Background: an optimization exercise with open tools, aiming at small area. Do not read the settings as production practice. The RTL was checked by simulation tests, not by an equivalence proof against the original design. No activity file was given, so power comes from the tool's default toggle rates.

`flow/design.v`:
```
package rms_pkg;
    localparam int CNT_W  = 17;
    localparam int SUM_W  = 32;
    localparam int SQ_W   = 47;
endpackage
module running_mean_stddev #(
    parameter int MAX_COUNT   = 65536,
    parameter int FRAC_BITS   = 16
) (
    input  logic        aclk,
    input  logic        aresetn,
    input  logic        s_axis_tvalid,
    output logic        s_axis_tready,
    input  logic [15:0] s_axis_tdata,    
    input  logic        s_axis_tlast,
    output logic        m_axis_tvalid,
    input  logic        m_axis_tready,
    output logic [87:0] m_axis_tdata,    
    input  logic        psel,
    input  logic        penable,
    input  logic        pwrite,
    input  logic [1:0]  paddr,
    input  logic [31:0] pwdata,
    output logic [31:0] prdata,
    output logic        pready
);
    logic [16:0]        cnt;
    logic [31:0]        sum;
    logic [46:0]        sq;
    logic               ovf;
    logic               mode;
    logic               busy, valid;
    logic               accept, go, take;
    logic signed [15:0] xg;
    logic [2:0]         pc, pc_n;          
    logic [16:0]        cnt_n;
    logic [31:0]        sum_n;
    logic [46:0]        sq_n;
    logic               ovf_n;
    assign pready = 1'b1;
    assign prdata = {31'd0, mode};
    assign s_axis_tready = ~(s_axis_tlast & (busy | valid));
    assign accept = s_axis_tvalid & s_axis_tready;
    assign go     = accept & s_axis_tlast;
    assign take   = accept & ~cnt[16];
    assign xg     = take ? s_axis_tdata : 16'd0;
    rms_add #(.W(17)) u_cnt (.a(cnt), .b(17'd0), .ci(take), .s(cnt_n), .co());
    rms_adds #(.W(32), .L(18)) u_sum (.a(sum), .b({{16{xg[15]}}, xg}), .ci(1'b0), .s(sum_n), .co());
    rms_sqacc u_sqacc (
        .a(xg), .sq(sq), .pc(pc), .sq_n(sq_n), .pc_n(pc_n)
    );
    assign ovf_n  = ovf | (accept & cnt[16]);
    always_ff @(posedge aclk) begin
        if (!aresetn || go) begin
            cnt <= '0;
            sum <= '0;
            sq  <= '1;
            pc  <= '1;
            ovf <= 1'b0;
        end else begin
            cnt <= cnt_n;
            sum <= sum_n;
            sq  <= sq_n;
            pc  <= pc_n;
            ovf <= ovf_n;
        end
    end
    always_ff @(posedge aclk) begin
        if (!aresetn) mode <= 1'b0;
        else if (psel && penable && pwrite && paddr == 2'd0) mode <= pwdata[0];
    end
    logic [7:0]  t, t_n;
    logic [16:0] N;
    logic        OVF, NEG;
    logic [15:0] RM;         
    logic [31:0] MB;         
    logic [63:0] X;          
    logic [33:0] R;
    logic [32:0] DR;
    logic        brw, seen, mreg;
    logic [2:0]  PC;
    logic        qc;
    rms_add #(.W(8)) u_t (.a(t), .b(8'd0), .ci(1'b1), .s(t_n), .co());
    logic ph0, pY, pQ, pM, pD, pDiv, pSq, sqB, fin, tlastdiv;
    assign ph0  = busy & (t[7:6] == 2'b00);
    assign pY   = ph0 & ~t[5];
    assign pD   = ph0 & t[5] & (t[4:0] >= 5'd15);
    assign pQ   = ph0 & ~pD;
    assign pM   = busy & (t[7:5] == 3'b010);
    assign pDiv = busy & (t[7:6] == 2'b01);
    assign pSq  = busy & (t[7:6] == 2'b10);
    assign sqB  = t[0];
    assign tlastdiv = (t[5:0] == 6'd63);
    assign fin  = busy & (t == 8'd191);
    logic [31:0] mp_in;
    logic        m_eff;
    logic [16:0] nm_in;
    assign mp_in = sum_n ^ {32{sum_n[31]}};
    assign m_eff = mode & (cnt != 17'd0);
    assign nm_in = m_eff ? (cnt[16] ? 17'h0FFFF : cnt) : cnt_n;
    logic [31:0] mp;
    logic        s_nx, seen_nx, m_nx;
    assign mp      = {RM, MB[31:16]};
    assign s_nx    = mp[t_n[4:0]] ^ NEG;
    assign seen_nx = seen | mreg;
    assign m_nx    = s_nx ^ (NEG & seen_nx);
    logic inj, qb;
    assign inj  = (t == 8'd11 && PC[0]) || (t == 8'd22 && PC[1]) || (t == 8'd32 && PC[2]);
    assign qb   = ~X[0] ^ inj ^ qc;
    logic        bm;
    logic [33:0] r2, bop, aa, bb, sa;
    logic        ca, ge;
    logic [31:0] ya;
    assign bm  = mreg & pY;
    assign r2  = {R[32:0], X[14]};
    assign bop = pSq ? {DR[31:0], 2'b01} : {1'b0, DR};
    assign aa  = ph0 ? {2'b00, R[31:0]} : r2;
    assign bb  = ph0 ? {2'b00, (bm ? mp : 32'd0)} : ~bop;
    rms_adds #(.W(34), .L(19)) u_sa (.a(aa), .b(bb), .ci(ph0 ? (bm & NEG) : 1'b1),
                                     .s(sa), .co(ca));
    assign ya = sa[31:0];
    assign ge = ca;
    logic [15:0] xa_a;
    logic        xa_m;
    logic [16:0] r2m, ab_a, ab_b, xa;
    logic        gem;
    assign xa_a = pQ ? X[62:47] : DR[32:17];
    assign xa_m = pQ ? qb : DR[0];
    assign r2m  = {RM, MB[31]};
    assign ab_a = ph0 ? {1'b0, xa_a} : r2m;
    assign ab_b = ph0 ? (xa_m ? N : 17'd0) : ~N;
    rms_add #(.W(17)) u_xa (.a(ab_a), .b(ab_b), .ci(~ph0), .s(xa), .co(gem));
    logic xbit, ybit, abit, brw_n;
    assign xbit  = pQ ? xa[0] : X[47];
    assign ybit  = ya[0];
    assign abit  = xbit ^ ybit ^ brw;
    assign brw_n = (~xbit & (ybit | brw)) | (ybit & brw);
    always_ff @(posedge aclk) begin
        if (!aresetn) begin
            busy  <= 1'b0;
            valid <= 1'b0;
        end else begin
            if (go) busy <= 1'b1;
            else if (fin) busy <= 1'b0;
            if (fin) valid <= 1'b1;
            else if (m_axis_tready) valid <= 1'b0;
        end
    end
    always_ff @(posedge aclk) begin
        if (go) t <= '0;
        else t <= t_n;
    end
    always_ff @(posedge aclk) begin
        if (go) begin
            N   <= cnt_n;
            OVF <= ovf_n;
            NEG <= sum_n[31];
            PC  <= ~pc_n;
        end
    end
    always_ff @(posedge aclk) begin
        if (go) begin
            RM <= mp_in[31:16];
            MB <= {mp_in[15:0], (sum_n[31] & ~cnt[16]) ? ~cnt[15:0] : 16'd0};
        end else if (pM) begin
            RM <= gem ? xa[15:0] : r2m[15:0];
            MB <= {MB[30:0], gem ^ NEG};
        end
    end
    always_ff @(posedge aclk) begin
        if (go) begin
            seen <= 1'b0;
            mreg <= sum_n[0];
            brw  <= 1'b0;
            qc   <= 1'b0;
        end else if (ph0) begin
            qc <= (~X[0] & inj) | (qc & (~X[0] ^ inj));
            if (pY) begin
                seen <= seen_nx;
                mreg <= m_nx;
            end
            brw <= brw_n;
        end
    end
    always_ff @(posedge aclk) begin
        if (go) X <= {17'd0, sq_n};
        else if (pQ) X <= {1'b0, xa[16:1], pY & abit, X[46:1]};
        else if (pD) X <= {X[0], X[63:48], pY & abit, X[46:1]};
        else X <= {X[62:15], ge, X[13:0], X[63]};
    end
    always_ff @(posedge aclk) begin
        if (go) R <= '0;
        else if (ph0) R <= {2'd0, abit & ~pY, ya[31:1]};
        else if (pDiv && tlastdiv) R <= '0;
        else R <= ((ge && !(pSq && !sqB)) ? sa : r2);
    end
    always_ff @(posedge aclk) begin
        if (go) DR <= {16'd0, nm_in};
        else if (pD) DR <= {xa, DR[16:1]};
        else if (pDiv && tlastdiv) DR <= '0;
        else if (pSq && sqB) DR[31:0] <= {DR[30:0], ge};
    end
    assign m_axis_tvalid = valid;
    assign m_axis_tdata  = {5'd0,
                            OVF ? 2'd2 : (N[16:1] == 16'd0 ? 2'd1 : 2'd0),
                            N, DR[31:0], MB};
endmodule
module rms_add #(
    parameter int W = 8
) (
    input  logic [W-1:0] a,
    input  logic [W-1:0] b,
    input  logic         ci,
    output logic [W-1:0] s,
    output logic         co
);
    logic [W:0] c;
    assign c[0] = ci;
    for (genvar i = 0; i < W; i++) begin : g_bit
        assign s[i]   = a[i] ^ b[i] ^ c[i];
        assign c[i+1] = (a[i] & b[i]) | (c[i] & (a[i] ^ b[i]));
    end
    assign co = c[W];
endmodule
module rms_adds #(
    parameter int W = 32,
    parameter int L = 16
) (
    input  logic [W-1:0] a,
    input  logic [W-1:0] b,
    input  logic         ci,
    output logic [W-1:0] s,
    output logic         co
);
    logic         c_lo, co0;
    logic [W-L-1:0] u0;
    rms_add #(.W(L)) u_lo (.a(a[L-1:0]), .b(b[L-1:0]), .ci(ci), .s(s[L-1:0]), .co(c_lo));
    rms_add #(.W(W-L)) u_hi (.a(a[W-1:L]), .b(b[W-1:L]), .ci(1'b0), .s(u0), .co(co0));
    assign s[W-1:L] = u0 + {{(W-L-1){1'b0}}, c_lo};
    assign co = co0 | (c_lo & (&u0));
endmodule
module rms_sqacc (
    input  logic [15:0]   a,
    input  logic [46:0]   sq,
    input  logic [2:0]    pc,
    output logic [46:0]   sq_n,
    output logic [2:0]    pc_n
);
    wire d1 = ~a[0];
    wire d2 = ~a[1];
    wire d3 = ~a[2];
    wire d4 = ~a[3];
    wire d5 = ~a[4];
    wire d6 = ~a[5];
    wire d7 = ~a[6];
    wire d8 = ~a[7];
    wire d9 = ~a[8];
    wire d10 = ~a[9];
    wire d11 = ~a[10];
    wire d12 = ~a[11];
    wire d13 = ~a[12];
    wire d14 = ~a[13];
    wire d15 = ~a[14];
    wire d16 = ~a[15];
    wire p17 = ~(a[0] & a[1]);
    wire p18 = ~(a[0] & a[2]);
    wire p19 = ~(a[0] & a[3]);
    wire p20 = ~(a[0] & a[4]);
    wire p21 = ~(a[0] & a[5]);
    wire p22 = ~(a[0] & a[6]);
    wire p23 = ~(a[0] & a[7]);
    wire p24 = ~(a[0] & a[8]);
    wire p25 = ~(a[0] & a[9]);
    wire p26 = ~(a[0] & a[10]);
    wire p27 = ~(a[0] & a[11]);
    wire p28 = ~(a[0] & a[12]);
    wire p29 = ~(a[0] & a[13]);
    wire p30 = ~(a[0] & a[14]);
    wire p31 = ~(a[1] & a[2]);
    wire p32 = ~(a[1] & a[3]);
    wire p33 = ~(a[1] & a[4]);
    wire p34 = ~(a[1] & a[5]);
    wire p35 = ~(a[1] & a[6]);
    wire p36 = ~(a[1] & a[7]);
    wire p37 = ~(a[1] & a[8]);
    wire p38 = ~(a[1] & a[9]);
    wire p39 = ~(a[1] & a[10]);
    wire p40 = ~(a[1] & a[11]);
    wire p41 = ~(a[1] & a[12]);
    wire p42 = ~(a[1] & a[13]);
    wire p43 = ~(a[1] & a[14]);
    wire p44 = ~(a[2] & a[3]);
    wire p45 = ~(a[2] & a[4]);
    wire p46 = ~(a[2] & a[5]);
    wire p47 = ~(a[2] & a[6]);
    wire p48 = ~(a[2] & a[7]);
    wire p49 = ~(a[2] & a[8]);
    wire p50 = ~(a[2] & a[9]);
    wire p51 = ~(a[2] & a[10]);
    wire p52 = ~(a[2] & a[11]);
    wire p53 = ~(a[2] & a[12]);
    wire p54 = ~(a[2] & a[13]);
    wire p55 = ~(a[2] & a[14]);
    wire p56 = ~(a[3] & a[4]);
    wire p57 = ~(a[3] & a[5]);
    wire p58 = ~(a[3] & a[6]);
    wire p59 = ~(a[3] & a[7]);
    wire p60 = ~(a[3] & a[8]);
    wire p61 = ~(a[3] & a[9]);
    wire p62 = ~(a[3] & a[10]);
    wire p63 = ~(a[3] & a[11]);
    wire p64 = ~(a[3] & a[12]);
    wire p65 = ~(a[3] & a[13]);
    wire p66 = ~(a[3] & a[14]);
    wire p67 = ~(a[4] & a[5]);
    wire p68 = ~(a[4] & a[6]);
    wire p69 = ~(a[4] & a[7]);
    wire p70 = ~(a[4] & a[8]);
    wire p71 = ~(a[4] & a[9]);
    wire p72 = ~(a[4] & a[10]);
    wire p73 = ~(a[4] & a[11]);
    wire p74 = ~(a[4] & a[12]);
    wire p75 = ~(a[4] & a[13]);
    wire p76 = ~(a[4] & a[14]);
    wire p77 = ~(a[5] & a[6]);
    wire p78 = ~(a[5] & a[7]);
    wire p79 = ~(a[5] & a[8]);
    wire p80 = ~(a[5] & a[9]);
    wire p81 = ~(a[5] & a[10]);
    wire p82 = ~(a[5] & a[11]);
    wire p83 = ~(a[5] & a[12]);
    wire p84 = ~(a[5] & a[13]);
    wire p85 = ~(a[5] & a[14]);
    wire p86 = ~(a[6] & a[7]);
    wire p87 = ~(a[6] & a[8]);
    wire p88 = ~(a[6] & a[9]);
    wire p89 = ~(a[6] & a[10]);
    wire p90 = ~(a[6] & a[11]);
    wire p91 = ~(a[6] & a[12]);
    wire p92 = ~(a[6] & a[13]);
    wire p93 = ~(a[6] & a[14]);
    wire p94 = ~(a[7] & a[8]);
    wire p95 = ~(a[7] & a[9]);
    wire p96 = ~(a[7] & a[10]);
    wire p97 = ~(a[7] & a[11]);
    wire p98 = ~(a[7] & a[12]);
    wire p99 = ~(a[7] & a[13]);
    wire p100 = ~(a[7] & a[14]);
    wire p101 = ~(a[8] & a[9]);
    wire p102 = ~(a[8] & a[10]);
    wire p103 = ~(a[8] & a[11]);
    wire p104 = ~(a[8] & a[12]);
    wire p105 = ~(a[8] & a[13]);
    wire p106 = ~(a[8] & a[14]);
    wire p107 = ~(a[9] & a[10]);
    wire p108 = ~(a[9] & a[11]);
    wire p109 = ~(a[9] & a[12]);
    wire p110 = ~(a[9] & a[13]);
    wire p111 = ~(a[9] & a[14]);
    wire p112 = ~(a[10] & a[11]);
    wire p113 = ~(a[10] & a[12]);
    wire p114 = ~(a[10] & a[13]);
    wire p115 = ~(a[10] & a[14]);
    wire p116 = ~(a[11] & a[12]);
    wire p117 = ~(a[11] & a[13]);
    wire p118 = ~(a[11] & a[14]);
    wire p119 = ~(a[12] & a[13]);
    wire p120 = ~(a[12] & a[14]);
    wire p121 = ~(a[13] & a[14]);
    wire n122 = a[15] & a[0];
    wire n123 = a[15] & a[1];
    wire n124 = a[15] & a[2];
    wire n125 = a[15] & a[3];
    wire n126 = a[15] & a[4];
    wire n127 = a[15] & a[5];
    wire n128 = a[15] & a[6];
    wire n129 = a[15] & a[7];
    wire n130 = a[15] & a[8];
    wire n131 = a[15] & a[9];
    wire n132 = a[15] & a[10];
    wire n133 = a[15] & a[11];
    wire n134 = a[15] & a[12];
    wire n135 = a[15] & a[13];
    wire n136 = a[15] & a[14];
    wire s137 = sq[16] ^ d9 ^ p43;
    wire c138 = (sq[16] & d9) | (p43 & (sq[16] ^ d9));
    wire s139 = ~(sq[10] ^ d6);
    wire c140 = sq[10] | d6;
    wire s141 = sq[11] ^ pc[0] ^ p26;
    wire c142 = (sq[11] & pc[0]) | (p26 & (sq[11] ^ pc[0]));
    wire s143 = sq[12] ^ d7 ^ p27;
    wire c144 = (sq[12] & d7) | (p27 & (sq[12] ^ d7));
    wire s145 = ~(p39 ^ p50);
    wire c146 = p39 | p50;
    wire s147 = sq[13] ^ p28 ^ p40;
    wire c148 = (sq[13] & p28) | (p40 & (sq[13] ^ p28));
    wire s149 = ~(p51 ^ p61);
    wire c150 = p51 | p61;
    wire s151 = sq[14] ^ d8 ^ p29;
    wire c152 = (sq[14] & d8) | (p29 & (sq[14] ^ d8));
    wire s153 = p41 ^ p52 ^ p62;
    wire c154 = (p41 & p52) | (p62 & (p41 ^ p52));
    wire s155 = ~(p71 ^ p79);
    wire c156 = p71 | p79;
    wire s157 = sq[15] ^ p30 ^ p42;
    wire c158 = (sq[15] & p30) | (p42 & (sq[15] ^ p30));
    wire s159 = p53 ^ p63 ^ p72;
    wire c160 = (p53 & p63) | (p72 & (p53 ^ p63));
    wire s161 = ~(p80 ^ p87);
    wire c162 = p80 | p87;
    wire s163 = s137 ^ p54 ^ p64;
    wire c164 = (s137 & p54) | (p64 & (s137 ^ p54));
    wire s165 = p73 ^ p81 ^ p88;
    wire c166 = (p73 & p81) | (p88 & (p73 ^ p81));
    wire s167 = p94 ^ n122 ^ 1'b0;
    wire c168 = (p94 & n122) | (1'b0 & (p94 ^ n122));
    wire s169 = sq[17] ^ p55 ^ p65;
    wire c170 = (sq[17] & p55) | (p65 & (sq[17] ^ p55));
    wire s171 = p74 ^ p82 ^ p89;
    wire c172 = (p74 & p82) | (p89 & (p74 ^ p82));
    wire s173 = p95 ^ n123 ^ c138;
    wire c174 = (p95 & n123) | (c138 & (p95 ^ n123));
    wire s175 = sq[18] ^ d10 ^ p66;
    wire c176 = (sq[18] & d10) | (p66 & (sq[18] ^ d10));
    wire s177 = p75 ^ p83 ^ p90;
    wire c178 = (p75 & p83) | (p90 & (p75 ^ p83));
    wire s179 = p96 ^ p101 ^ n124;
    wire c180 = (p96 & p101) | (n124 & (p96 ^ p101));
    wire s181 = sq[19] ^ p76 ^ p84;
    wire c182 = (sq[19] & p76) | (p84 & (sq[19] ^ p76));
    wire s183 = p91 ^ p97 ^ p102;
    wire c184 = (p91 & p97) | (p102 & (p91 ^ p97));
    wire s185 = sq[20] ^ d11 ^ p85;
    wire c186 = (sq[20] & d11) | (p85 & (sq[20] ^ d11));
    wire s187 = p92 ^ p98 ^ p103;
    wire c188 = (p92 & p98) | (p103 & (p92 ^ p98));
    wire s189 = sq[21] ^ p93 ^ p99;
    wire c190 = (sq[21] & p93) | (p99 & (sq[21] ^ p93));
    wire s191 = sq[22] ^ pc[1] ^ d12;
    wire c192 = (sq[22] & pc[1]) | (d12 & (sq[22] ^ pc[1]));
    wire s193 = ~(p100 ^ p105);
    wire c194 = p100 | p105;
    wire s195 = ~(sq[23] ^ p106);
    wire c196 = sq[23] | p106;
    wire s197 = ~(sq[24] ^ d13);
    wire c198 = sq[24] | d13;
    wire s199 = ~(sq[6] ^ d4);
    wire c200 = sq[6] | d4;
    wire s201 = ~(sq[7] ^ p22);
    wire c202 = sq[7] | p22;
    wire s203 = sq[8] ^ d5 ^ p23;
    wire c204 = (sq[8] & d5) | (p23 & (sq[8] ^ d5));
    wire s205 = ~(p35 ^ p46);
    wire c206 = p35 | p46;
    wire s207 = sq[9] ^ p24 ^ p36;
    wire c208 = (sq[9] & p24) | (p36 & (sq[9] ^ p24));
    wire s209 = ~(p47 ^ p57);
    wire c210 = p47 | p57;
    wire s211 = s139 ^ p25 ^ p37;
    wire c212 = (s139 & p25) | (p37 & (s139 ^ p25));
    wire s213 = p48 ^ p58 ^ p67;
    wire c214 = (p48 & p58) | (p67 & (p48 ^ p58));
    wire s215 = s141 ^ p38 ^ p49;
    wire c216 = (s141 & p38) | (p49 & (s141 ^ p38));
    wire s217 = p59 ^ p68 ^ c140;
    wire c218 = (p59 & p68) | (c140 & (p59 ^ p68));
    wire s219 = s143 ^ s145 ^ p60;
    wire c220 = (s143 & s145) | (p60 & (s143 ^ s145));
    wire s221 = p69 ^ p77 ^ c142;
    wire c222 = (p69 & p77) | (c142 & (p69 ^ p77));
    wire s223 = s147 ^ s149 ^ p70;
    wire c224 = (s147 & s149) | (p70 & (s147 ^ s149));
    wire s225 = p78 ^ c144 ^ c146;
    wire c226 = (p78 & c144) | (c146 & (p78 ^ c144));
    wire s227 = s151 ^ s153 ^ s155;
    wire c228 = (s151 & s153) | (s155 & (s151 ^ s153));
    wire s229 = p86 ^ c148 ^ c150;
    wire c230 = (p86 & c148) | (c150 & (p86 ^ c148));
    wire s231 = s157 ^ s159 ^ s161;
    wire c232 = (s157 & s159) | (s161 & (s157 ^ s159));
    wire s233 = c152 ^ c154 ^ c156;
    wire c234 = (c152 & c154) | (c156 & (c152 ^ c154));
    wire s235 = s163 ^ s165 ^ s167;
    wire c236 = (s163 & s165) | (s167 & (s163 ^ s165));
    wire s237 = c158 ^ c160 ^ c162;
    wire c238 = (c158 & c160) | (c162 & (c158 ^ c160));
    wire s239 = s169 ^ s171 ^ s173;
    wire c240 = (s169 & s171) | (s173 & (s169 ^ s171));
    wire s241 = c164 ^ c166 ^ c168;
    wire c242 = (c164 & c166) | (c168 & (c164 ^ c166));
    wire s243 = s175 ^ s177 ^ s179;
    wire c244 = (s175 & s177) | (s179 & (s175 ^ s177));
    wire s245 = c170 ^ c172 ^ c174;
    wire c246 = (c170 & c172) | (c174 & (c170 ^ c172));
    wire s247 = s181 ^ s183 ^ n125;
    wire c248 = (s181 & s183) | (n125 & (s181 ^ s183));
    wire s249 = c176 ^ c178 ^ c180;
    wire c250 = (c176 & c178) | (c180 & (c176 ^ c178));
    wire s251 = s185 ^ s187 ^ p107;
    wire c252 = (s185 & s187) | (p107 & (s185 ^ s187));
    wire s253 = n126 ^ c182 ^ c184;
    wire c254 = (n126 & c182) | (c184 & (n126 ^ c182));
    wire s255 = s189 ^ p104 ^ p108;
    wire c256 = (s189 & p104) | (p108 & (s189 ^ p104));
    wire s257 = n127 ^ c186 ^ c188;
    wire c258 = (n127 & c186) | (c188 & (n127 ^ c186));
    wire s259 = s191 ^ s193 ^ p109;
    wire c260 = (s191 & s193) | (p109 & (s191 ^ s193));
    wire s261 = p112 ^ n128 ^ c190;
    wire c262 = (p112 & n128) | (c190 & (p112 ^ n128));
    wire s263 = s195 ^ p110 ^ p113;
    wire c264 = (s195 & p110) | (p113 & (s195 ^ p110));
    wire s265 = n129 ^ c192 ^ c194;
    wire c266 = (n129 & c192) | (c194 & (n129 ^ c192));
    wire s267 = s197 ^ p111 ^ p114;
    wire c268 = (s197 & p111) | (p114 & (s197 ^ p111));
    wire s269 = p116 ^ n130 ^ c196;
    wire c270 = (p116 & n130) | (c196 & (p116 ^ n130));
    wire s271 = sq[25] ^ p115 ^ p117;
    wire c272 = (sq[25] & p115) | (p117 & (sq[25] ^ p115));
    wire s273 = ~(n131 ^ c198);
    wire c274 = n131 | c198;
    wire s275 = sq[26] ^ d14 ^ p118;
    wire c276 = (sq[26] & d14) | (p118 & (sq[26] ^ d14));
    wire s277 = ~(p119 ^ n132);
    wire c278 = p119 | n132;
    wire s279 = ~(sq[27] ^ p120);
    wire c280 = sq[27] | p120;
    wire s281 = ~(sq[28] ^ d15);
    wire c282 = sq[28] | d15;
    wire s283 = ~(sq[4] ^ d3);
    wire c284 = sq[4] | d3;
    wire s285 = ~(sq[5] ^ p20);
    wire c286 = sq[5] | p20;
    wire s287 = s199 ^ p21 ^ p33;
    wire c288 = (s199 & p21) | (p33 & (s199 ^ p21));
    wire s289 = s201 ^ p34 ^ p45;
    wire c290 = (s201 & p34) | (p45 & (s201 ^ p34));
    wire s291 = s203 ^ s205 ^ p56;
    wire c292 = (s203 & s205) | (p56 & (s203 ^ s205));
    wire s293 = s207 ^ s209 ^ c204;
    wire c294 = (s207 & s209) | (c204 & (s207 ^ s209));
    wire s295 = s211 ^ s213 ^ c208;
    wire c296 = (s211 & s213) | (c208 & (s211 ^ s213));
    wire s297 = s215 ^ s217 ^ c212;
    wire c298 = (s215 & s217) | (c212 & (s215 ^ s217));
    wire s299 = s219 ^ s221 ^ c216;
    wire c300 = (s219 & s221) | (c216 & (s219 ^ s221));
    wire s301 = s223 ^ s225 ^ c220;
    wire c302 = (s223 & s225) | (c220 & (s223 ^ s225));
    wire s303 = s227 ^ s229 ^ c224;
    wire c304 = (s227 & s229) | (c224 & (s227 ^ s229));
    wire s305 = s231 ^ s233 ^ c228;
    wire c306 = (s231 & s233) | (c228 & (s231 ^ s233));
    wire s307 = s235 ^ s237 ^ c232;
    wire c308 = (s235 & s237) | (c232 & (s235 ^ s237));
    wire s309 = s239 ^ s241 ^ c236;
    wire c310 = (s239 & s241) | (c236 & (s239 ^ s241));
    wire s311 = s243 ^ s245 ^ c240;
    wire c312 = (s243 & s245) | (c240 & (s243 ^ s245));
    wire s313 = s247 ^ s249 ^ c244;
    wire c314 = (s247 & s249) | (c244 & (s247 ^ s249));
    wire s315 = s251 ^ s253 ^ c248;
    wire c316 = (s251 & s253) | (c248 & (s251 ^ s253));
    wire s317 = s255 ^ s257 ^ c252;
    wire c318 = (s255 & s257) | (c252 & (s255 ^ s257));
    wire s319 = s259 ^ s261 ^ c256;
    wire c320 = (s259 & s261) | (c256 & (s259 ^ s261));
    wire s321 = s263 ^ s265 ^ c260;
    wire c322 = (s263 & s265) | (c260 & (s263 ^ s265));
    wire s323 = s267 ^ s269 ^ c264;
    wire c324 = (s267 & s269) | (c264 & (s267 ^ s269));
    wire s325 = s271 ^ s273 ^ c268;
    wire c326 = (s271 & s273) | (c268 & (s271 ^ s273));
    wire s327 = s275 ^ s277 ^ c272;
    wire c328 = (s275 & s277) | (c272 & (s275 ^ s277));
    wire s329 = s279 ^ n133 ^ c276;
    wire c330 = (s279 & n133) | (c276 & (s279 ^ n133));
    wire s331 = s281 ^ p121 ^ n134;
    wire c332 = (s281 & p121) | (n134 & (s281 ^ p121));
    wire s333 = ~(sq[29] ^ n135);
    wire c334 = sq[29] | n135;
    wire s335 = ~(sq[30] ^ d16);
    wire c336 = sq[30] | d16;
    wire s337 = ~(sq[2] ^ d2);
    wire c338 = sq[2] | d2;
    wire s339 = ~(sq[3] ^ p18);
    wire c340 = sq[3] | p18;
    wire s341 = s283 ^ p19 ^ p31;
    wire c342 = (s283 & p19) | (p31 & (s283 ^ p19));
    wire s343 = s285 ^ p32 ^ c284;
    wire c344 = (s285 & p32) | (c284 & (s285 ^ p32));
    wire s345 = s287 ^ p44 ^ c286;
    wire c346 = (s287 & p44) | (c286 & (s287 ^ p44));
    wire s347 = s289 ^ c200 ^ c288;
    wire c348 = (s289 & c200) | (c288 & (s289 ^ c200));
    wire s349 = s291 ^ c202 ^ c290;
    wire c350 = (s291 & c202) | (c290 & (s291 ^ c202));
    wire s351 = s293 ^ c206 ^ c292;
    wire c352 = (s293 & c206) | (c292 & (s293 ^ c206));
    wire s353 = s295 ^ c210 ^ c294;
    wire c354 = (s295 & c210) | (c294 & (s295 ^ c210));
    wire s355 = s297 ^ c214 ^ c296;
    wire c356 = (s297 & c214) | (c296 & (s297 ^ c214));
    wire s357 = s299 ^ c218 ^ c298;
    wire c358 = (s299 & c218) | (c298 & (s299 ^ c218));
    wire s359 = s301 ^ c222 ^ c300;
    wire c360 = (s301 & c222) | (c300 & (s301 ^ c222));
    wire s361 = s303 ^ c226 ^ c302;
    wire c362 = (s303 & c226) | (c302 & (s303 ^ c226));
    wire s363 = s305 ^ c230 ^ c304;
    wire c364 = (s305 & c230) | (c304 & (s305 ^ c230));
    wire s365 = s307 ^ c234 ^ c306;
    wire c366 = (s307 & c234) | (c306 & (s307 ^ c234));
    wire s367 = s309 ^ c238 ^ c308;
    wire c368 = (s309 & c238) | (c308 & (s309 ^ c238));
    wire s369 = s311 ^ c242 ^ c310;
    wire c370 = (s311 & c242) | (c310 & (s311 ^ c242));
    wire s371 = s313 ^ c246 ^ c312;
    wire c372 = (s313 & c246) | (c312 & (s313 ^ c246));
    wire s373 = s315 ^ c250 ^ c314;
    wire c374 = (s315 & c250) | (c314 & (s315 ^ c250));
    wire s375 = s317 ^ c254 ^ c316;
    wire c376 = (s317 & c254) | (c316 & (s317 ^ c254));
    wire s377 = s319 ^ c258 ^ c318;
    wire c378 = (s319 & c258) | (c318 & (s319 ^ c258));
    wire s379 = s321 ^ c262 ^ c320;
    wire c380 = (s321 & c262) | (c320 & (s321 ^ c262));
    wire s381 = s323 ^ c266 ^ c322;
    wire c382 = (s323 & c266) | (c322 & (s323 ^ c266));
    wire s383 = s325 ^ c270 ^ c324;
    wire c384 = (s325 & c270) | (c324 & (s325 ^ c270));
    wire s385 = s327 ^ c274 ^ c326;
    wire c386 = (s327 & c274) | (c326 & (s327 ^ c274));
    wire s387 = s329 ^ c278 ^ c328;
    wire c388 = (s329 & c278) | (c328 & (s329 ^ c278));
    wire s389 = s331 ^ c280 ^ c330;
    wire c390 = (s331 & c280) | (c330 & (s331 ^ c280));
    wire s391 = s333 ^ c282 ^ c332;
    wire c392 = (s333 & c282) | (c332 & (s333 ^ c282));
    wire s393 = s335 ^ n136 ^ c334;
    wire c394 = (s335 & n136) | (c334 & (s335 ^ n136));
    wire s395 = sq[31] ^ 1'b0 ^ c336;
    wire c396 = (sq[31] & 1'b0) | (c336 & (sq[31] ^ 1'b0));
    wire s397 = sq[32] ^ pc[2] ^ 1'b0;
    wire c398 = (sq[32] & pc[2]) | (1'b0 & (sq[32] ^ pc[2]));
    wire s399 = ~(sq[33] ^ 1'b0);
    wire c400 = sq[33] | 1'b0;
    wire s401 = ~(sq[34] ^ 1'b0);
    wire c402 = sq[34] | 1'b0;
    wire s403 = ~(sq[35] ^ 1'b0);
    wire c404 = sq[35] | 1'b0;
    wire s405 = ~(sq[36] ^ 1'b0);
    wire c406 = sq[36] | 1'b0;
    wire s407 = ~(sq[37] ^ 1'b0);
    wire c408 = sq[37] | 1'b0;
    wire s409 = ~(sq[38] ^ 1'b0);
    wire c410 = sq[38] | 1'b0;
    wire s411 = ~(sq[39] ^ 1'b0);
    wire c412 = sq[39] | 1'b0;
    wire s413 = ~(sq[40] ^ 1'b0);
    wire c414 = sq[40] | 1'b0;
    wire s415 = ~(sq[41] ^ 1'b0);
    wire c416 = sq[41] | 1'b0;
    wire s417 = ~(sq[42] ^ 1'b0);
    wire c418 = sq[42] | 1'b0;
    wire s419 = ~(sq[43] ^ 1'b0);
    wire c420 = sq[43] | 1'b0;
    wire s421 = ~(sq[44] ^ 1'b0);
    wire c422 = sq[44] | 1'b0;
    wire s423 = ~(sq[45] ^ 1'b0);
    wire c424 = sq[45] | 1'b0;
    wire s425 = ~(sq[46] ^ 1'b0);
    wire c426 = sq[46] | 1'b0;
    wire s427 = ~(sq[0] ^ d1);
    wire c428 = sq[0] | d1;
    wire s429 = ~(sq[1] ^ c428);
    wire c430 = sq[1] | c428;
    wire s431 = s337 ^ p17 ^ c430;
    wire c432 = (s337 & p17) | (c430 & (s337 ^ p17));
    wire s433 = s339 ^ c338 ^ c432;
    wire c434 = (s339 & c338) | (c432 & (s339 ^ c338));
    wire s435 = s341 ^ c340 ^ c434;
    wire c436 = (s341 & c340) | (c434 & (s341 ^ c340));
    wire s437 = s343 ^ c342 ^ c436;
    wire c438 = (s343 & c342) | (c436 & (s343 ^ c342));
    wire s439 = s345 ^ c344 ^ c438;
    wire c440 = (s345 & c344) | (c438 & (s345 ^ c344));
    wire s441 = s347 ^ c346 ^ c440;
    wire c442 = (s347 & c346) | (c440 & (s347 ^ c346));
    wire s443 = s349 ^ c348 ^ c442;
    wire c444 = (s349 & c348) | (c442 & (s349 ^ c348));
    wire s445 = s351 ^ c350 ^ c444;
    wire c446 = (s351 & c350) | (c444 & (s351 ^ c350));
    wire s447 = s353 ^ c352 ^ c446;
    wire c448 = (s353 & c352) | (c446 & (s353 ^ c352));
    wire s449 = ~(s355 ^ c354);
    wire c450 = s355 | c354;
    wire s451 = s357 ^ c356 ^ c450;
    wire c452 = (s357 & c356) | (c450 & (s357 ^ c356));
    wire s453 = s359 ^ c358 ^ c452;
    wire c454 = (s359 & c358) | (c452 & (s359 ^ c358));
    wire s455 = s361 ^ c360 ^ c454;
    wire c456 = (s361 & c360) | (c454 & (s361 ^ c360));
    wire s457 = s363 ^ c362 ^ c456;
    wire c458 = (s363 & c362) | (c456 & (s363 ^ c362));
    wire s459 = s365 ^ c364 ^ c458;
    wire c460 = (s365 & c364) | (c458 & (s365 ^ c364));
    wire s461 = s367 ^ c366 ^ c460;
    wire c462 = (s367 & c366) | (c460 & (s367 ^ c366));
    wire s463 = s369 ^ c368 ^ c462;
    wire c464 = (s369 & c368) | (c462 & (s369 ^ c368));
    wire s465 = s371 ^ c370 ^ c464;
    wire c466 = (s371 & c370) | (c464 & (s371 ^ c370));
    wire s467 = s373 ^ c372 ^ c466;
    wire c468 = (s373 & c372) | (c466 & (s373 ^ c372));
    wire s469 = s375 ^ c374 ^ c468;
    wire c470 = (s375 & c374) | (c468 & (s375 ^ c374));
    wire s471 = ~(s377 ^ c376);
    wire c472 = s377 | c376;
    wire s473 = s379 ^ c378 ^ c472;
    wire c474 = (s379 & c378) | (c472 & (s379 ^ c378));
    wire s475 = s381 ^ c380 ^ c474;
    wire c476 = (s381 & c380) | (c474 & (s381 ^ c380));
    wire s477 = s383 ^ c382 ^ c476;
    wire c478 = (s383 & c382) | (c476 & (s383 ^ c382));
    wire s479 = s385 ^ c384 ^ c478;
    wire c480 = (s385 & c384) | (c478 & (s385 ^ c384));
    wire s481 = s387 ^ c386 ^ c480;
    wire c482 = (s387 & c386) | (c480 & (s387 ^ c386));
    wire s483 = s389 ^ c388 ^ c482;
    wire c484 = (s389 & c388) | (c482 & (s389 ^ c388));
    wire s485 = s391 ^ c390 ^ c484;
    wire c486 = (s391 & c390) | (c484 & (s391 ^ c390));
    wire s487 = s393 ^ c392 ^ c486;
    wire c488 = (s393 & c392) | (c486 & (s393 ^ c392));
    wire s489 = s395 ^ c394 ^ c488;
    wire c490 = (s395 & c394) | (c488 & (s395 ^ c394));
    wire s491 = ~(s397 ^ c396);
    wire c492 = s397 | c396;
    wire s493 = s399 ^ c398 ^ c492;
    wire c494 = (s399 & c398) | (c492 & (s399 ^ c398));
    wire s495 = s401 ^ c400 ^ c494;
    wire c496 = (s401 & c400) | (c494 & (s401 ^ c400));
    wire s497 = s403 ^ c402 ^ c496;
    wire c498 = (s403 & c402) | (c496 & (s403 ^ c402));
    wire s499 = s405 ^ c404 ^ c498;
    wire c500 = (s405 & c404) | (c498 & (s405 ^ c404));
    wire s501 = s407 ^ c406 ^ c500;
    wire c502 = (s407 & c406) | (c500 & (s407 ^ c406));
    wire s503 = s409 ^ c408 ^ c502;
    wire c504 = (s409 & c408) | (c502 & (s409 ^ c408));
    wire s505 = s411 ^ c410 ^ c504;
    wire c506 = (s411 & c410) | (c504 & (s411 ^ c410));
    wire s507 = s413 ^ c412 ^ c506;
    wire c508 = (s413 & c412) | (c506 & (s413 ^ c412));
    wire s509 = s415 ^ c414 ^ c508;
    wire c510 = (s415 & c414) | (c508 & (s415 ^ c414));
    wire s511 = s417 ^ c416 ^ c510;
    wire c512 = (s417 & c416) | (c510 & (s417 ^ c416));
    wire s513 = s419 ^ c418 ^ c512;
    wire c514 = (s419 & c418) | (c512 & (s419 ^ c418));
    wire s515 = s421 ^ c420 ^ c514;
    wire c516 = (s421 & c420) | (c514 & (s421 ^ c420));
    wire s517 = s423 ^ c422 ^ c516;
    wire c518 = (s423 & c422) | (c516 & (s423 ^ c422));
    wire s519 = s425 ^ c424 ^ c518;
    wire c520 = (s425 & c424) | (c518 & (s425 ^ c424));
    assign sq_n[0] = s427;
    assign sq_n[1] = s429;
    assign sq_n[2] = s431;
    assign sq_n[3] = s433;
    assign sq_n[4] = s435;
    assign sq_n[5] = s437;
    assign sq_n[6] = s439;
    assign sq_n[7] = s441;
    assign sq_n[8] = s443;
    assign sq_n[9] = s445;
    assign sq_n[10] = s447;
    assign sq_n[11] = s449;
    assign sq_n[12] = s451;
    assign sq_n[13] = s453;
    assign sq_n[14] = s455;
    assign sq_n[15] = s457;
    assign sq_n[16] = s459;
    assign sq_n[17] = s461;
    assign sq_n[18] = s463;
    assign sq_n[19] = s465;
    assign sq_n[20] = s467;
    assign sq_n[21] = s469;
    assign sq_n[22] = s471;
    assign sq_n[23] = s473;
    assign sq_n[24] = s475;
    assign sq_n[25] = s477;
    assign sq_n[26] = s479;
    assign sq_n[27] = s481;
    assign sq_n[28] = s483;
    assign sq_n[29] = s485;
    assign sq_n[30] = s487;
    assign sq_n[31] = s489;
    assign sq_n[32] = s491;
    assign sq_n[33] = s493;
    assign sq_n[34] = s495;
    assign sq_n[35] = s497;
    assign sq_n[36] = s499;
    assign sq_n[37] = s501;
    assign sq_n[38] = s503;
    assign sq_n[39] = s505;
    assign sq_n[40] = s507;
    assign sq_n[41] = s509;
    assign sq_n[42] = s511;
    assign sq_n[43] = s513;
    assign sq_n[44] = s515;
    assign sq_n[45] = s517;
    assign sq_n[46] = s519;
    assign pc_n[0] = c448;
    assign pc_n[1] = c470;
    assign pc_n[2] = c490;
endmodule
```
`flow/flow/run.sh`:
```
#!/bin/bash
# The standard layout (standard.sh, unchanged synthesis) with two changes:
# each port's buffer is the smallest buffer cell (every port still gets its
# own buffer), and clock tree synthesis inserts no dummy loads. make's output
# goes to flow_make.log here; each tool's full log is under orfs/logs/.
set -euo pipefail
export BUFFER_PORTS_ARGS="-buffer_cell sky130_fd_sc_hd__buf_1"
export CTS_ARGS="-sink_clustering_enable -repair_clock_nets -dont_use_dummy_load -buf_list sky130_fd_sc_hd__clkbuf_8 -sink_clustering_size 16 -sink_clustering_max_diameter 50"
bash standard.sh finish > flow_make.log 2>&1
```
`flow/standard.sh`:
```
#!/bin/bash
# synth_recipe.tcl (not shown) runs the flow's synth.tcl, then flattens the netlist and writes it again
# the make line also repeats each setting of config.mk as NAME=value (left out here)
make -C /OpenROAD-flow-scripts/flow DESIGN_CONFIG=/design/flow/config.mk WORK_HOME=/design/flow/orfs CLKGATE_MAP_FILE= SYNTH_SCRIPT=/design/flow/synth_recipe.tcl "${@:-finish}"
```
`flow/config.mk`:
```
export PLATFORM = sky130hd
export DESIGN_NAME = running_mean_stddev
export DESIGN_NICKNAME = running_mean_stddev
export VERILOG_FILES = /design/flow/design.v
export SDC_FILE = /design/flow/constraint.sdc
export NUM_CORES = 4
export LEC_CHECK = 0
export CAP_MARGIN = 20
export CORE_MARGIN = 2
export CORE_UTILIZATION = 40
export SLEW_MARGIN = 20
```
`flow/constraint.sdc`:
```
create_clock -name core_clock -period 11.0 [get_ports {aclk}]
set_input_delay 2.2000 -clock core_clock [delete_from_list [all_inputs] [get_ports {aclk}]]
set_output_delay 2.2000 -clock core_clock [all_outputs]
set_load 0.01 [all_outputs]
```
==> flow_summary.toml <==
[setup_path]
worstPathMaxFanout = 21
path_buf_inv = 2
crit_family = "adder cells"
cp_slowest_stage_delay_ps = 460
criticalPathCategory = "reg2reg"
worstPathRequired_ps = 11450
max_stage_delay_cell_worst_path = "sky130_fd_sc_hd__fa_1"
cp-start-kind = "register"
r2r_setup_slack_ps = 590
arrival_ps = 10860
crit_path_frequent_cell = "sky130_fd_sc_hd__fa_1"
setup.worst_path.end_class = "register"

[finish]
area.growth.synth_to_final_pct = 6.24
final_cell_count_no_fill = 3067
final_core_utilization_pct = 42.9
design.final.nets = 2719
layout-drive-gt1-share_pct = 5.70

[synth]
post_synthesis_cell_area_um2 = 21700
synth-seq-area-share_pct = 33.0
synth.most_common_cell = "sky130_fd_sc_hd__nand2_1"
post-synth-top-area-fraction_pct = 21.0
synth_cell_type_count = 63
postSynthCellCount = 2343
synthesis.yosys.warnings = 1
ys_ff_latch = 315
post_synth_main_area_contributors = "sky130_fd_sc_hd__fa_1 21%, sky130_fd_sc_hd__dfxtp_1 21%, sky130_fd_sc_hd__edfxtp_1 12%"
yosys.area.top_type = "sky130_fd_sc_hd__fa_1"
most_used_standard_cells_in_the_synthesized_netlist = "394 x sky130_fd_sc_hd__nand2_1, 228 x sky130_fd_sc_hd__fa_1, 227 x sky130_fd_sc_hd__dfxtp_1"
ys.flop_type = "sky130_fd_sc_hd__dfxtp_1"
syn_area_per_cell_um2 = 9.28
async_reset_ff_share_pct = 0
number_of_enable_type_register_cells_in_the_synthesized_netlist = 88

[detailed_routing]
route.detailed.drc = 0
drt_pre_antenna_iters = 5
routedWlPerCell_um = 19.1
via_per_inst = 5.30
route.final.wire_length_um = 58700
vias_after_detailed_routing = 16248
postRouteAntennaNets = 0
detail_route.iter0.violations = 1304

[hold_path]
min-delay-path-class = "reg2reg"

[floorplan]
chipHeight_um = 237
core_um2 = 53800
floorplan.initialDensity_pct = 40.4
floorplan.io_pins = 181
die-width_um = 237
fp.dieArea_um2 = 56300
placement_rows = 85

[pwr]
power_density_relative_to_cell_area_nw_per_um2 = 221
total_leakage_power_nw = 9.74
worst_ir_drop_vdd_uv = 104

[timing]
post-route-worst-setup-slack_ps = 587
fin_setup_tns_ps = 0
layout_worst_path_cycle_share_pct = 94.7
final.setup_skew_ps = 61.0
setup_repair_after_global_routing_missed_its_margin = "no"
timing.max_slew.rel_slack_pct = 34.6
hold_viol = 0
period_minus_slack_ps = 10410
setup_viol = 0
timing.final.max_slew_violations = 0
hold-worst-slack_ps = 431
max_freq_mhz = 96.0
max_slew.worst_pin.slew_ps = 978

[global_route]
gr-usage-all-layers_pct = 21.2
grt_pass1_vias = 16558
wire_length_of_the_first_global_routing_pass_um = 93300
grt_antenna_before_repair = 1
grt_start_max_net_pins = 107
grt_overflow = 0

[clock_tree]
tritoncts = "done"
cts-resized-gates = 0
post_cts_hold_buffer_count = 0
cts_inserted_buffers = 41
ctsLongestPathBuffers = 3
clock-root-buffer = "sky130_fd_sc_hd__clkbuf_8"
clkSinkCount = 315
count_of_buffers_added_by_post_cts_timing_repair_for_setup = 0
htree_num_levels = 2
clkSlewWorstSetupHoldPaths_ps = 110
clk_latency_ps = 640

[placed_design]
gp_congestion = 0.896
port-buffer-count = 112
placed_cells_incl_taps = 3025
preCtsSetupSlack_ps = 338
dpl.hpwl_um = 43200

[outcome]
status = "no timing/DRC/antenna violations"

[run]
max_cap_viol_count = 0
-- worst paths after layout --
path | start | to | cells past startpoint
worst max register to register | busy | R[9] | 32
worst max-delay path | busy | R[9] | 32
worst min-delay path | X[10] | X[9] | 2
worst min register to register | X[10] | X[9] | 2
-- layer usage --
| metal | GRT usage [%] | routed length (µm) | share of wire, % | up-vias |
|---|---|---|---|---|
| met4 | 7.05 | 1710 | 2.9 | 0 |
| li1 | - | - | - | 7640 |
| met2 | 34.9 | 27800 | 47 | 462 |
| met3 | 3.59 | 3310 | 5.6 | 80 |
| met5 | 0 | 0 | 0 | - |
| met1 | 28.4 | 25900 | 44 | 8066 |
-- worst register-to-register path, delay by kind of cell (launching register included) --
family	cells	cell delay [ps]
DFF	1	410
buffers and inverters	2	360
adders and majority gates	19	7630
and+or+nand+nor	6	960
AOI/OAI and AO/OA	4	760
muxes	1	140
-- area by class of cell --
type | count | area [µm²]
timing repair buffer | 168 | 873
inverter | 229 | 865
fill | 5297 | 30700
antenna | 1 | 2.50
multi-input combinational | 1617 | 12700
tap | 696 | 871
sequential | 315 | 7190
clock buffer | 41 | 564
-- logic make-up (layout without fill, tap and decap cells) --
family	after synthesis	in the layout	share of synthesized area, %
AND/OR/NAND/NOR	786	786	16.1
multiplexers	66	66	3.05
adder cells (fa/ha/maj)	289	289	24.5
flip-flops	315	315	33.0
AO/OA/AOI/OAI	377	377	11.3
XOR/XNOR	62	62	2.67
other	2	38	0.0345
buffers and inverters	446	438	9.27
-- cell usage in the layout (no fill, tap or decap), drive strengths merged, types with 17 or more instances in the layout --
master    n
a221oi   53
conb     37
buf     168
inv     226
xor2     22
a31oi    32
edfxtp   88
xnor2    40
and2     23
mux2i    64
dfxtp   227
clkbuf   41
o21ai    73
a21oi   153
ha       61
o31ai    17
fa      228
and3     93
nand2   395
nand2b   31
nor2    179
-- stage by stage --
| step | instance area [µm²] | total power [W] |
|---|---|---|
| final | 23100 | 0.00510 |
| after global routing | 23100 | 0.00557 |
| after detailed placement | 22500 | 0.00435 |
| after global placement | 22500 | 0.00427 |
| after CTS | 23100 | 0.00513 |
| after floorplan | 21900 | 0.00372 |
-- state kept, by name (all words and copies together), names as in the netlist, 3 cells and up --
| register | cells |
|---|---|
| sum | 32 |
| DR | 33 |
| R | 33 |
| pc | 3 |
| t | 8 |
| cnt | 17 |
| PC | 3 |
| MB | 32 |
| X | 64 |
| RM | 16 |
| N | 17 |
| sq | 47 |
-- report_power, final --
part | internal [W] | switching (W)
Sequential | 0.00150 | 0.000194
Clock | 0.000330 | 0.000433
Combinational | 0.00120 | 0.00144
Total | 0.00303 | 0.00206

-- what the ideal ports hide --
The flow's constraints put no driver on any port. The routed layout listed below was extracted and timed again, unchanged, in two steps.
Step 1, drivers: a clkbuf_16 drives aclk and a buf_2 each remaining input, both assumed.
Step 2, shift: input delay + t, output delay - t, t = (earliest + latest rising clock arrival at the registers) / 2. This alone moves slack from input paths to output paths.
Three values: no drivers, after step 1, after step 2; two values: the first two.
t (ns): 0.659
slack for setup (ns): 0.587 / 0.587 / 0.322
worst setup path at the end: input to register
latest minus earliest clock arrival (ns): 0.062 / 0.062
worst data-port slew with drivers (ns): 0.07
After both steps this run still meets setup and hold. For this run, drivers alone change the setup slack by 0.000 ns; drivers and shift together by -0.265 ns.
